From an optimization exercise on the open Yosys and OpenROAD flow, aimed at small area, a short achievable clock period and few clock cycles; shortcuts taken in it are not production practice.
At most, simulation tests tie the RTL to the original design; equivalence was not proved.
No activity file was given, so power comes from the tool's default toggle rates. The clock port is modelled as an ideal driver; clocking choices that lean on that would not hold on a real chip.

Setup of the previous run:
==> flow/design.v <==
`default_nettype none
package lbp_pkg;
    localparam int C_UP_BITS = 3;
    localparam int C_QDEPTH = 4;
endpackage
`default_nettype wire
`default_nettype none
module lbp_line_buffer #(
    parameter int DEPTH = 130,
    parameter int DW    = 8,
    parameter int UB    = 3
) (
    input  logic                  clk,
    input  logic                  load,
    input  logic [DW-1:0]         din,
    input  logic                  upd,
    input  logic [UB-1:0]         ub_in,
    output logic [DEPTH*DW-1:0]   pix,
    output logic [DEPTH*UB-1:0]   ub
);
    logic [DEPTH*DW-1:0] r_pix;
    logic [DEPTH*UB-1:0] r_ub;
    always_ff @(posedge clk) begin
        r_pix <= {r_pix[(DEPTH-1)*DW-1:0], (load ? din : r_pix[(DEPTH-1)*DW +: DW])};
        r_ub  <= {r_ub[(DEPTH-1)*UB-1:UB],
                  (upd ? ub_in : r_ub[0 +: UB]),
                  r_ub[(DEPTH-1)*UB +: UB]};
    end
    assign pix = r_pix;
    assign ub  = r_ub;
endmodule
`default_nettype wire
`default_nettype none
module lbp_stream #(
    parameter int IMG_W = 128,
    parameter int IMG_H = 128,
    parameter int DW    = 8,
    parameter int AW    = $clog2(IMG_W*IMG_H)
) (
    input  logic          clk,
    input  logic          reset,
    input  logic          gray_ready,
    input  logic [DW-1:0] thr,
    output logic          gray_req,
    output logic [AW-1:0] gray_addr,
    input  logic [DW-1:0] gray_data,
    output logic          lbp_valid,
    input  logic          lbp_ready,
    output logic [AW-1:0] lbp_addr,
    output logic [7:0]    lbp_data,
    output logic          finish
);
    localparam int CW    = $clog2(IMG_W);
    localparam int RW    = $clog2(IMG_H);
    localparam int RD    = IMG_W + 2;             
    localparam int PW    = 8;                     
    localparam int UB    = lbp_pkg::C_UP_BITS;
    localparam int QD    = lbp_pkg::C_QDEPTH;
    function automatic logic [7:0] f_lfsr(input logic [7:0] v);
        f_lfsr = {v[6:0], v[7] ^ v[5] ^ v[4] ^ v[3]};
    endfunction
    function automatic logic [7:0] f_lfsr_after(input logic [7:0] v, input int n);
        f_lfsr_after = v;
        for (int i = 0; i < n; i++)
            f_lfsr_after = {f_lfsr_after[6:0], f_lfsr_after[7] ^ f_lfsr_after[5] ^
                            f_lfsr_after[4] ^ f_lfsr_after[3]};
    endfunction
    localparam logic [7:0] C_PH_FIRST = 8'h01;
    localparam logic [7:0] C_PH_LAST  = f_lfsr_after(C_PH_FIRST, RD-1);
    logic             r_started;
    logic             r_req;
    logic [CW-1:0]    r_rcol;        
    logic [RW-1:0]    r_rrow;
    logic             r_rdone;       
    logic [PW-1:0]    r_ph;          
    logic             r_infl;        
    logic             r_req_code;    
    logic             r_infl_code;   
    logic [DW-1:0]    r_thr;
    logic [QD-1:0]    r_qn;          
    logic [QD-1:0]    r_cred;        
    logic             r_lbp_valid;
    logic [CW-1:0]    r_ocol;        
    logic [RW-1:0]    r_orow;
    logic             r_finish;
    logic [RD*DW-1:0]     w_pix;
    logic [RD*UB-1:0]     w_ub;
    logic [QD-1:0][7:0]   r_q;       
    logic [DW-1:0]        w_l [0:RD-1];
    logic [DW-1:0]        w_in;      
    logic [DW:0]          r_ref_c;   
    logic [DW:0]          r_ref_u;   
    logic [UB-1:0]        w_up_new;
    logic [7:0]           w_code;
    logic             w_push;
    logic             w_pop;
    logic             w_rlast;
    logic             w_rdone_nxt;
    logic             w_base;
    logic             w_cr;
    logic             w_ok_hold;
    logic             w_ok_pop;
    logic             w_req_nxt;
    logic [QD-1:0]    w_cred_hold;
    logic [QD-1:0]    w_cred_pop;
    logic [QD-1:0]    w_qn_hold;
    logic [QD-1:0]    w_qn_pop;
    for (genvar k = 0; k < RD; k++) begin : g_tap
        assign w_l[k] = w_pix[k*DW +: DW];
    end
    lbp_line_buffer #(
        .DEPTH (RD),
        .DW    (DW),
        .UB    (UB)
    ) u_ring (
        .clk   (clk),
        .load  (r_infl),
        .din   (gray_data),
        .upd   (r_infl),
        .ub_in (w_up_new),
        .pix   (w_pix),
        .ub    (w_ub)
    );
    assign w_in = r_infl ? gray_data : w_l[RD-1];
    always_ff @(posedge clk) begin
        r_ref_c <= {1'b0, w_l[IMG_W-1]} + {1'b0, r_thr};
        r_ref_u <= {1'b0, w_in} + {1'b0, r_thr};
    end
    assign w_up_new[0] = ({1'b0, w_l[IMG_W+1]} >= r_ref_u);
    assign w_up_new[1] = ({1'b0, w_l[IMG_W]}   >= r_ref_u);
    assign w_up_new[2] = ({1'b0, w_l[IMG_W-1]} >= r_ref_u);
    assign w_code[2:0] = w_ub[IMG_W*UB +: UB];
    assign w_code[3]   = ({1'b0, w_l[IMG_W+1]} >= r_ref_c);
    assign w_code[4]   = ({1'b0, w_l[IMG_W-1]} >= r_ref_c);
    assign w_code[5]   = ({1'b0, w_l[1]}       >= r_ref_c);
    assign w_code[6]   = ({1'b0, w_l[0]}       >= r_ref_c);
    assign w_code[7]   = ({1'b0, gray_data}    >= r_ref_c);
    assign w_push = r_infl_code;
    assign w_pop  = r_lbp_valid && lbp_ready;
    assign w_rlast     = (r_rrow == RW'(IMG_H-1)) && (r_rcol == CW'(IMG_W-1));
    assign w_rdone_nxt = r_rdone || (r_req && w_rlast);
    assign w_cr = r_req ? ((r_rrow >= RW'(2)) && (r_rcol >= CW'(1)) && (r_rcol <= CW'(IMG_W-2)))
                        : ((r_rrow >= RW'(2)) && (r_rcol >= CW'(2)));
    assign w_base      = r_started && !w_rdone_nxt && (r_ph == C_PH_FIRST);
    assign w_ok_hold   = w_base && !r_cred[QD-1];
    assign w_ok_pop    = w_base;
    assign w_cred_hold = (w_ok_hold && w_cr) ? {r_cred[QD-2:0], 1'b1} : r_cred;
    assign w_cred_pop  = (w_ok_pop  && w_cr) ? r_cred : {1'b0, r_cred[QD-1:1]};
    assign w_req_nxt   = w_pop ? w_ok_pop : w_ok_hold;
    assign w_qn_hold   = w_push ? {r_qn[QD-2:0], 1'b1} : r_qn;
    assign w_qn_pop    = w_push ? r_qn : {1'b0, r_qn[QD-1:1]};
    always_ff @(posedge clk or posedge reset) begin
        if (reset) begin
            r_started   <= 1'b0;
            r_req       <= 1'b0;
            r_rdone     <= 1'b0;
            r_infl      <= 1'b0;
            r_req_code  <= 1'b0;
            r_infl_code <= 1'b0;
            r_cred      <= '0;
        end else begin
            if (gray_ready) r_started <= 1'b1;
            r_req   <= w_req_nxt;
            r_rdone <= w_rdone_nxt;
            r_infl      <= r_req;
            r_req_code  <= w_req_nxt && w_cr;
            r_infl_code <= r_req_code;
            r_cred      <= w_pop ? w_cred_pop : w_cred_hold;
        end
    end
    always_ff @(posedge clk) begin
        if (!r_started) begin
            r_rcol <= '0;
            r_rrow <= '0;
            r_ocol <= CW'(1);
            r_orow <= RW'(1);
        end else begin
            if (r_req) begin
                r_rcol <= r_rcol + CW'(1);
                if (r_rcol == CW'(IMG_W-1)) r_rrow <= r_rrow + RW'(1);
            end
            if (w_pop) begin
                if (r_ocol == CW'(IMG_W-2)) begin
                    r_ocol <= CW'(1);
                    r_orow <= r_orow + RW'(1);
                end else begin
                    r_ocol <= r_ocol + CW'(1);
                end
            end
        end
    end
    always_ff @(posedge clk) begin
        if (w_req_nxt || !r_started || (r_ph == C_PH_LAST))
            r_ph <= C_PH_FIRST;
        else
            r_ph <= f_lfsr(r_ph);
    end
    always_ff @(posedge clk) begin
        if (!r_started && gray_ready) r_thr <= thr;
    end
    logic [QD:0] w_qtop;
    assign w_qtop = {r_qn, 1'b1} & ~{1'b0, r_qn};
    always_ff @(posedge clk) begin
        for (int i = 0; i < QD; i++) begin
            if (w_pop) begin
                if (w_push && w_qtop[i+1])
                    r_q[i] <= w_code;
                else if (i < QD-1)
                    r_q[i] <= r_q[(i < QD-1) ? i+1 : i];
            end else if (w_push && w_qtop[i]) begin
                r_q[i] <= w_code;
            end
        end
    end
    always_ff @(posedge clk or posedge reset) begin
        if (reset) begin
            r_qn        <= '0;
            r_lbp_valid <= 1'b0;
            r_finish    <= 1'b0;
        end else begin
            r_qn        <= w_pop ? w_qn_pop : w_qn_hold;
            r_lbp_valid <= w_pop ? w_qn_pop[0] : w_qn_hold[0];
            if (w_pop && (r_orow == RW'(IMG_H-2)) && (r_ocol == CW'(IMG_W-2)))
                r_finish <= 1'b1;
        end
    end
    assign gray_req  = r_req;
    assign gray_addr = {r_rrow, r_rcol};
    assign lbp_valid = r_lbp_valid;
    assign lbp_addr  = {r_orow, r_ocol};
    assign lbp_data  = r_q[0];
    assign finish    = r_finish;
endmodule
`default_nettype wire
clock: 5.7 ns
lec_check: 0
cap_margin: 20
core_margin: 2
core_utilization: 55
cts_cluster_diameter: 100
cts_cluster_size: 30
place_density: 0.7
setup_slack_margin: 3.4
slew_margin: 20
standard.sh (not shown) runs the stock make flow with config.mk's settings and CLKGATE_MAP_FILE= SYNTH_SCRIPT=/design/flow/synth_recipe.tcl, a recipe that flattens the netlist after the stock synthesis.
==> flow/flow/run.sh <==
#!/bin/bash
# Layout flow: the standard ORFS flow (standard.sh, with its standard
# synthesis) run whole, with two changes passed as ORFS variables:
#  - the port buffers that placement inserts are buf_2 cells instead of the
#    default choice (a slow delay cell), one per input and output port;
#  - clock tree synthesis clusters up to 30 sinks per leaf buffer and does not
#    insert dummy loads.
# make's full output goes to make.log here; ORFS keeps each step's log under
# orfs/logs/.
set -euo pipefail
bash standard.sh \
  "BUFFER_PORTS_ARGS=-buffer_cell sky130_fd_sc_hd__buf_2" \
  "CTS_ARGS=-sink_clustering_enable -repair_clock_nets -dont_use_dummy_load -sink_clustering_size 30 -sink_clustering_max_diameter 100" \
  finish > make.log 2>&1
Testbench counts of the previous run, summed over its fixed seeds: cycles 262,224.
For the current run, these inputs were changed with respect to the previous run:
--- a/flow/design.v
+++ b/flow/design.v
@@ -59,14 +59,13 @@
     function automatic logic [7:0] f_lfsr(input logic [7:0] v);
         f_lfsr = {v[6:0], v[7] ^ v[5] ^ v[4] ^ v[3]};
     endfunction
     function automatic logic [7:0] f_lfsr_after(input logic [7:0] v, input int n);
         f_lfsr_after = v;
         for (int i = 0; i < n; i++)
-            f_lfsr_after = {f_lfsr_after[6:0], f_lfsr_after[7] ^ f_lfsr_after[5] ^
-                            f_lfsr_after[4] ^ f_lfsr_after[3]};
+            f_lfsr_after = f_lfsr(f_lfsr_after);
     endfunction
     localparam logic [7:0] C_PH_FIRST = 8'h01;
     localparam logic [7:0] C_PH_LAST  = f_lfsr_after(C_PH_FIRST, RD-1);
     logic             r_started;
     logic             r_req;
     logic [CW-1:0]    r_rcol;        
Findings:
For number of cells on the critical path, the current run and the previous run come out practically identical. As far as post-route worst setup slack goes, the current run and the previous run are indistinguishable; the numbers are identical. Sequential share of layout area: the current run vs the previous run identical. The current run vs. the previous run: clock share of power saw little to no change; wire length on met2 held; power about even. The current run -> the previous run: setup total negative slack flat. The current run -> the previous run: number of sequential storage elements flat. Comparing the previous run against the current run, there is no change at all in DRC violations left. Per the comparison of the current run with the previous run, actual transition at the worst max-transition pin was more or less identical, final critical path time including I/O delays and setup was more or less identical, worst slack at placement was more or less identical, number of cells traversed by the worst hold path was more or less identical. From the previous run to the current run, xor-xnor portion of the synthesized cell area did not move at all.
Function not checked in the current run: the RTL went through the layout flow alone.

---

lbp_stream, a different RTL version from the one above (not shown whole).
For scale: ~2,100 cells after synthesis, about 1,600 flip-flops, about 0.036 mm^2 of cells after synthesis.
==> module lbp_stream, before the edit <==
module lbp_stream #(
    parameter int IMG_W = 128,
    parameter int IMG_H = 128,
    parameter int DW    = 8,
    parameter int AW    = $clog2(IMG_W*IMG_H)
) (
    input  logic          clk,
    input  logic          reset,
    input  logic          gray_ready,
    input  logic [DW-1:0] thr,
    output logic          gray_req,
    output logic [AW-1:0] gray_addr,
    input  logic [DW-1:0] gray_data,
    output logic          lbp_valid,
    input  logic          lbp_ready,
    output logic [AW-1:0] lbp_addr,
    output logic [7:0]    lbp_data,
    output logic          finish
);
    localparam int CW    = $clog2(IMG_W);
    localparam int RW    = $clog2(IMG_H);
    localparam int RD    = IMG_W + 2;             
    localparam int PW    = $clog2(RD);
    localparam int UB    = lbp_pkg::C_UP_BITS;
    localparam int QD    = lbp_pkg::C_QDEPTH;
    localparam int NW    = $clog2(QD + 1);
    logic             r_started;
    logic             r_req;
    logic [CW-1:0]    r_rcol;        
    logic [RW-1:0]    r_rrow;
    logic             r_rdone;       
    logic [PW-1:0]    r_ph;          
    logic             r_infl;        
    logic             r_v0;          
    logic             r_req_code;    
    logic             r_infl_code;   
    logic             r_v0_code;     
    logic [DW-1:0]    r_thr;
    logic [NW-1:0]    r_qn;          
    logic [NW-1:0]    r_cred;        
    logic             r_lbp_valid;
    logic [CW-1:0]    r_ocol;        
    logic [RW-1:0]    r_orow;
    logic             r_finish;
    logic [RD*DW-1:0]     w_pix;
    logic [RD*UB-1:0]     w_ub;
    logic [QD-1:0][7:0]   r_q;       
    logic [DW-1:0]        w_l [0:RD-1];
    logic [DW-1:0]        r_l_out;   
    logic [DW:0]          r_ref_c;   
    logic [DW:0]          r_ref_u;   
    logic [UB-1:0]        w_up_new;
    logic [7:0]           w_code;
    logic             w_push;
    logic             w_pop;
    logic             w_rlast;
    logic             w_rdone_nxt;
    logic             w_base;
    logic             w_cr;
    logic             w_ok_hold;
    logic             w_ok_pop;
    logic             w_req_nxt;
    logic [NW-1:0]    w_cred_hold;
    logic [NW-1:0]    w_cred_pop;
    logic [NW-1:0]    w_qn_hold;
    logic [NW-1:0]    w_qn_pop;
    for (genvar k = 0; k < RD; k++) begin : g_tap
        assign w_l[k] = w_pix[k*DW +: DW];
    end
    lbp_line_buffer #(
        .DEPTH (RD),
        .DW    (DW),
        .UB    (UB)
    ) u_ring (
        .clk   (clk),
        .load  (r_infl),
        .din   (gray_data),
        .upd   (r_v0),
        .ub_in (w_up_new),
        .pix   (w_pix),
        .ub    (w_ub)
    );
    always_ff @(posedge clk) begin
        r_l_out <= w_l[RD-1];
        r_ref_c <= {1'b0, w_l[IMG_W]} + {1'b0, r_thr};
        r_ref_u <= {1'b0, w_l[0]} + {1'b0, r_thr};
    end
    assign w_up_new[0] = ({1'b0, r_l_out}      >= r_ref_u);
    assign w_up_new[1] = ({1'b0, w_l[IMG_W+1]} >= r_ref_u);
    assign w_up_new[2] = ({1'b0, w_l[IMG_W]}   >= r_ref_u);
    assign w_code[2:0] = w_ub[(IMG_W+1)*UB +: UB];
    assign w_code[3]   = ({1'b0, r_l_out}  >= r_ref_c);
    assign w_code[4]   = ({1'b0, w_l[IMG_W]} >= r_ref_c);
    assign w_code[5]   = ({1'b0, w_l[2]}   >= r_ref_c);
    assign w_code[6]   = ({1'b0, w_l[1]}   >= r_ref_c);
    assign w_code[7]   = ({1'b0, w_l[0]}   >= r_ref_c);
    assign w_push = r_v0_code;
    assign w_pop  = r_lbp_valid && lbp_ready;
    assign w_rlast     = (r_rrow == RW'(IMG_H-1)) && (r_rcol == CW'(IMG_W-1));
    assign w_rdone_nxt = r_rdone || (r_req && w_rlast);
    assign w_cr = r_req ? ((r_rrow >= RW'(2)) && (r_rcol >= CW'(1)) && (r_rcol <= CW'(IMG_W-2)))
                        : ((r_rrow >= RW'(2)) && (r_rcol >= CW'(2)));
    assign w_base      = (r_started || gray_ready) && !w_rdone_nxt && (r_ph == '0);
    assign w_ok_hold   = w_base && (r_cred <  NW'(QD));
    assign w_ok_pop    = w_base && (r_cred <= NW'(QD));
    assign w_cred_hold = r_cred + NW'(w_ok_hold && w_cr);
    assign w_cred_pop  = r_cred - NW'(!(w_ok_pop && w_cr));
    assign w_req_nxt   = w_pop ? w_ok_pop : w_ok_hold;
    assign w_qn_hold   = r_qn + NW'(w_push);
    assign w_qn_pop    = r_qn - NW'(!w_push);
    always_ff @(posedge clk or posedge reset) begin
        if (reset) begin
            r_started   <= 1'b0;
            r_req       <= 1'b0;
            r_rcol      <= '0;
            r_rrow      <= '0;
            r_rdone     <= 1'b0;
            r_ph        <= '0;
            r_infl      <= 1'b0;
            r_v0        <= 1'b0;
            r_req_code  <= 1'b0;
            r_infl_code <= 1'b0;
            r_v0_code   <= 1'b0;
            r_cred      <= '0;
        end else begin
            if (gray_ready) r_started <= 1'b1;
            r_req   <= w_req_nxt;
            r_rdone <= w_rdone_nxt;
            if (r_req) begin
                r_rcol <= r_rcol + CW'(1);
                if (r_rcol == CW'(IMG_W-1)) r_rrow <= r_rrow + RW'(1);
            end
            if (w_req_nxt || !r_started || (r_ph == PW'(RD-1)))
                r_ph <= '0;
            else
                r_ph <= r_ph + PW'(1);
            r_infl      <= r_req;
            r_v0        <= r_infl;
            r_req_code  <= w_req_nxt && w_cr;
            r_infl_code <= r_req_code;
            r_v0_code   <= r_infl_code;
            r_cred      <= w_pop ? w_cred_pop : w_cred_hold;
        end
    end
    always_ff @(posedge clk) begin
        if (!r_started && gray_ready) r_thr <= thr;
    end
    always_ff @(posedge clk) begin
        for (int i = 0; i < QD; i++) begin
            if (w_pop) begin
                if (w_push && (r_qn == NW'(i+1)))
                    r_q[i] <= w_code;
                else if (i < QD-1)
                    r_q[i] <= r_q[(i < QD-1) ? i+1 : i];
            end else if (w_push && (r_qn == NW'(i))) begin
                r_q[i] <= w_code;
            end
        end
    end
    always_ff @(posedge clk or posedge reset) begin
        if (reset) begin
            r_qn        <= '0;
            r_lbp_valid <= 1'b0;
            r_ocol      <= CW'(1);
            r_orow      <= RW'(1);
            r_finish    <= 1'b0;
        end else begin
            r_qn        <= w_pop ? w_qn_pop : w_qn_hold;
            r_lbp_valid <= w_pop ? (w_qn_pop != '0) : (w_qn_hold != '0);
            if (w_pop) begin
                if (r_ocol == CW'(IMG_W-2)) begin
                    r_ocol <= CW'(1);
                    r_orow <= r_orow + RW'(1);
                end else begin
                    r_ocol <= r_ocol + CW'(1);
                end
                if ((r_orow == RW'(IMG_H-2)) && (r_ocol == CW'(IMG_W-2)))
                    r_finish <= 1'b1;
            end
        end
    end
    assign gray_req  = r_req;
    assign gray_addr = {r_rrow, r_rcol};
    assign lbp_valid = r_lbp_valid;
    assign lbp_addr  = {r_orow, r_ocol};
    assign lbp_data  = r_q[0];
    assign finish    = r_finish;
endmodule
Settings: LEC_CHECK=0, CAP_MARGIN=20, CORE_MARGIN=2, CORE_UTILIZATION=40, CTS_CLUSTER_DIAMETER=100, CTS_CLUSTER_SIZE=30, SETUP_SLACK_MARGIN=3.5, SLEW_MARGIN=20; clock period 5.7 ns.
run.sh (not shown) runs the stock make flow with config.mk's settings and CLKGATE_MAP_FILE= SYNTH_SCRIPT=/design/flow/synth_recipe.tcl, a recipe that flattens the netlist after the stock synthesis.
Stock flow here: none of the scripts above is used.
Rerun with:
--- a/flow/design.v
+++ b/flow/design.v
@@ -55,11 +55,10 @@
     localparam int RW    = $clog2(IMG_H);
     localparam int RD    = IMG_W + 2;             
     localparam int PW    = $clog2(RD);
     localparam int UB    = lbp_pkg::C_UP_BITS;
     localparam int QD    = lbp_pkg::C_QDEPTH;
-    localparam int NW    = $clog2(QD + 1);
     logic             r_started;
     logic             r_req;
     logic [CW-1:0]    r_rcol;        
     logic [RW-1:0]    r_rrow;
     logic             r_rdone;       
@@ -68,12 +67,12 @@
     logic             r_v0;          
     logic             r_req_code;    
     logic             r_infl_code;   
     logic             r_v0_code;     
     logic [DW-1:0]    r_thr;
-    logic [NW-1:0]    r_qn;          
-    logic [NW-1:0]    r_cred;        
+    logic [QD-1:0]    r_qn;          
+    logic [QD-1:0]    r_cred;        
     logic             r_lbp_valid;
     logic [CW-1:0]    r_ocol;        
     logic [RW-1:0]    r_orow;
     logic             r_finish;
     logic [RD*DW-1:0]     w_pix;
@@ -92,14 +91,14 @@
     logic             w_base;
     logic             w_cr;
     logic             w_ok_hold;
     logic             w_ok_pop;
     logic             w_req_nxt;
-    logic [NW-1:0]    w_cred_hold;
-    logic [NW-1:0]    w_cred_pop;
-    logic [NW-1:0]    w_qn_hold;
-    logic [NW-1:0]    w_qn_pop;
+    logic [QD-1:0]    w_cred_hold;
+    logic [QD-1:0]    w_cred_pop;
+    logic [QD-1:0]    w_qn_hold;
+    logic [QD-1:0]    w_qn_pop;
     for (genvar k = 0; k < RD; k++) begin : g_tap
         assign w_l[k] = w_pix[k*DW +: DW];
     end
     lbp_line_buffer #(
         .DEPTH (RD),
@@ -132,18 +131,18 @@
     assign w_pop  = r_lbp_valid && lbp_ready;
     assign w_rlast     = (r_rrow == RW'(IMG_H-1)) && (r_rcol == CW'(IMG_W-1));
     assign w_rdone_nxt = r_rdone || (r_req && w_rlast);
     assign w_cr = r_req ? ((r_rrow >= RW'(2)) && (r_rcol >= CW'(1)) && (r_rcol <= CW'(IMG_W-2)))
                         : ((r_rrow >= RW'(2)) && (r_rcol >= CW'(2)));
-    assign w_base      = (r_started || gray_ready) && !w_rdone_nxt && (r_ph == '0);
-    assign w_ok_hold   = w_base && (r_cred <  NW'(QD));
-    assign w_ok_pop    = w_base && (r_cred <= NW'(QD));
-    assign w_cred_hold = r_cred + NW'(w_ok_hold && w_cr);
-    assign w_cred_pop  = r_cred - NW'(!(w_ok_pop && w_cr));
+    assign w_base      = r_started && !w_rdone_nxt && (r_ph == '0);
+    assign w_ok_hold   = w_base && !r_cred[QD-1];
+    assign w_ok_pop    = w_base;
+    assign w_cred_hold = (w_ok_hold && w_cr) ? {r_cred[QD-2:0], 1'b1} : r_cred;
+    assign w_cred_pop  = (w_ok_pop  && w_cr) ? r_cred : {1'b0, r_cred[QD-1:1]};
     assign w_req_nxt   = w_pop ? w_ok_pop : w_ok_hold;
-    assign w_qn_hold   = r_qn + NW'(w_push);
-    assign w_qn_pop    = r_qn - NW'(!w_push);
+    assign w_qn_hold   = w_push ? {r_qn[QD-2:0], 1'b1} : r_qn;
+    assign w_qn_pop    = w_push ? r_qn : {1'b0, r_qn[QD-1:1]};
     always_ff @(posedge clk or posedge reset) begin
         if (reset) begin
             r_started   <= 1'b0;
             r_req       <= 1'b0;
             r_rcol      <= '0;
@@ -177,18 +176,20 @@
         end
     end
     always_ff @(posedge clk) begin
         if (!r_started && gray_ready) r_thr <= thr;
     end
+    logic [QD:0] w_qtop;
+    assign w_qtop = {r_qn, 1'b1} & ~{1'b0, r_qn};
     always_ff @(posedge clk) begin
         for (int i = 0; i < QD; i++) begin
             if (w_pop) begin
-                if (w_push && (r_qn == NW'(i+1)))
+                if (w_push && w_qtop[i+1])
                     r_q[i] <= w_code;
                 else if (i < QD-1)
                     r_q[i] <= r_q[(i < QD-1) ? i+1 : i];
-            end else if (w_push && (r_qn == NW'(i))) begin
+            end else if (w_push && w_qtop[i]) begin
                 r_q[i] <= w_code;
             end
         end
     end
     always_ff @(posedge clk or posedge reset) begin
@@ -198,11 +199,11 @@
             r_ocol      <= CW'(1);
             r_orow      <= RW'(1);
             r_finish    <= 1'b0;
         end else begin
             r_qn        <= w_pop ? w_qn_pop : w_qn_hold;
-            r_lbp_valid <= w_pop ? (w_qn_pop != '0) : (w_qn_hold != '0);
+            r_lbp_valid <= w_pop ? w_qn_pop[0] : w_qn_hold[0];
             if (w_pop) begin
                 if (r_ocol == CW'(IMG_W-2)) begin
                     r_ocol <= CW'(1);
                     r_orow <= r_orow + RW'(1);
                 end else begin
Effect:
- The new run completed with no timing, DRC or antenna violations
- combinational power goes down by about 9%
- synthesized cell count goes up by 0.38%
- synthesized area stays the same
- worst setup slack is better by 0.046 ns
- via count hardly moves
- non-clock buffer count goes down by 10
- hold slack is worse by 0.0048 ns
- final cell count barely changes
- global-route usage goes down by 0.17 points
- wire length goes down by 2.2%
- sequential power stays flat
No run of this note included a check of the RTL's function; only the layout flow was run.

## afterwards: timing with drivers on the ports
The results above use ideal ports. As a check the final layouts listed here were re-extracted and re-timed, cells and wires unchanged. Step 1 (the two cells are an assumption about what drives the block):
set clk [get_ports {clk}]
set_driving_cell -lib_cell sky130_fd_sc_hd__clkbuf_16 $clk
set_driving_cell -lib_cell sky130_fd_sc_hd__buf_2 [delete_from_list [all_inputs] $clk]
Step 2 also shifts input and output timing later by t, the mid clock arrival at the registers, as if the neighbouring blocks saw the same clock. a / b / c = ideal / step 1 / step 2; a / b = the first two.
| run | t, ns | slack for setup (ns) | worst setup path after step 2 | clock arrival spread, ns | worst slew at a driven data input, ns |
|---|---|---|---|---|---|
| the previous run | 0.657 | 3.382 / 3.325 / 2.848 | input to register | 0.115 / 0.114 | 0.04 |
| the current run | 0.657 | 3.382 / 3.325 / 2.848 | input to register | 0.115 / 0.114 | 0.04 |
| the first run of note 2 | 0.700 | 3.164 / 3.111 / 2.499 | input to register | 0.028 / 0.028 | 0.04 |
| the second run of note 2 | 0.705 | 3.210 / 3.149 / 3.085 | input to register | 0.030 / 0.030 | 0.08 |
After both steps every run listed still meets setup and hold. The setup slack of the first run of note 2, which loses most, moves by -0.053 ns with the drivers and by -0.665 ns with both steps.
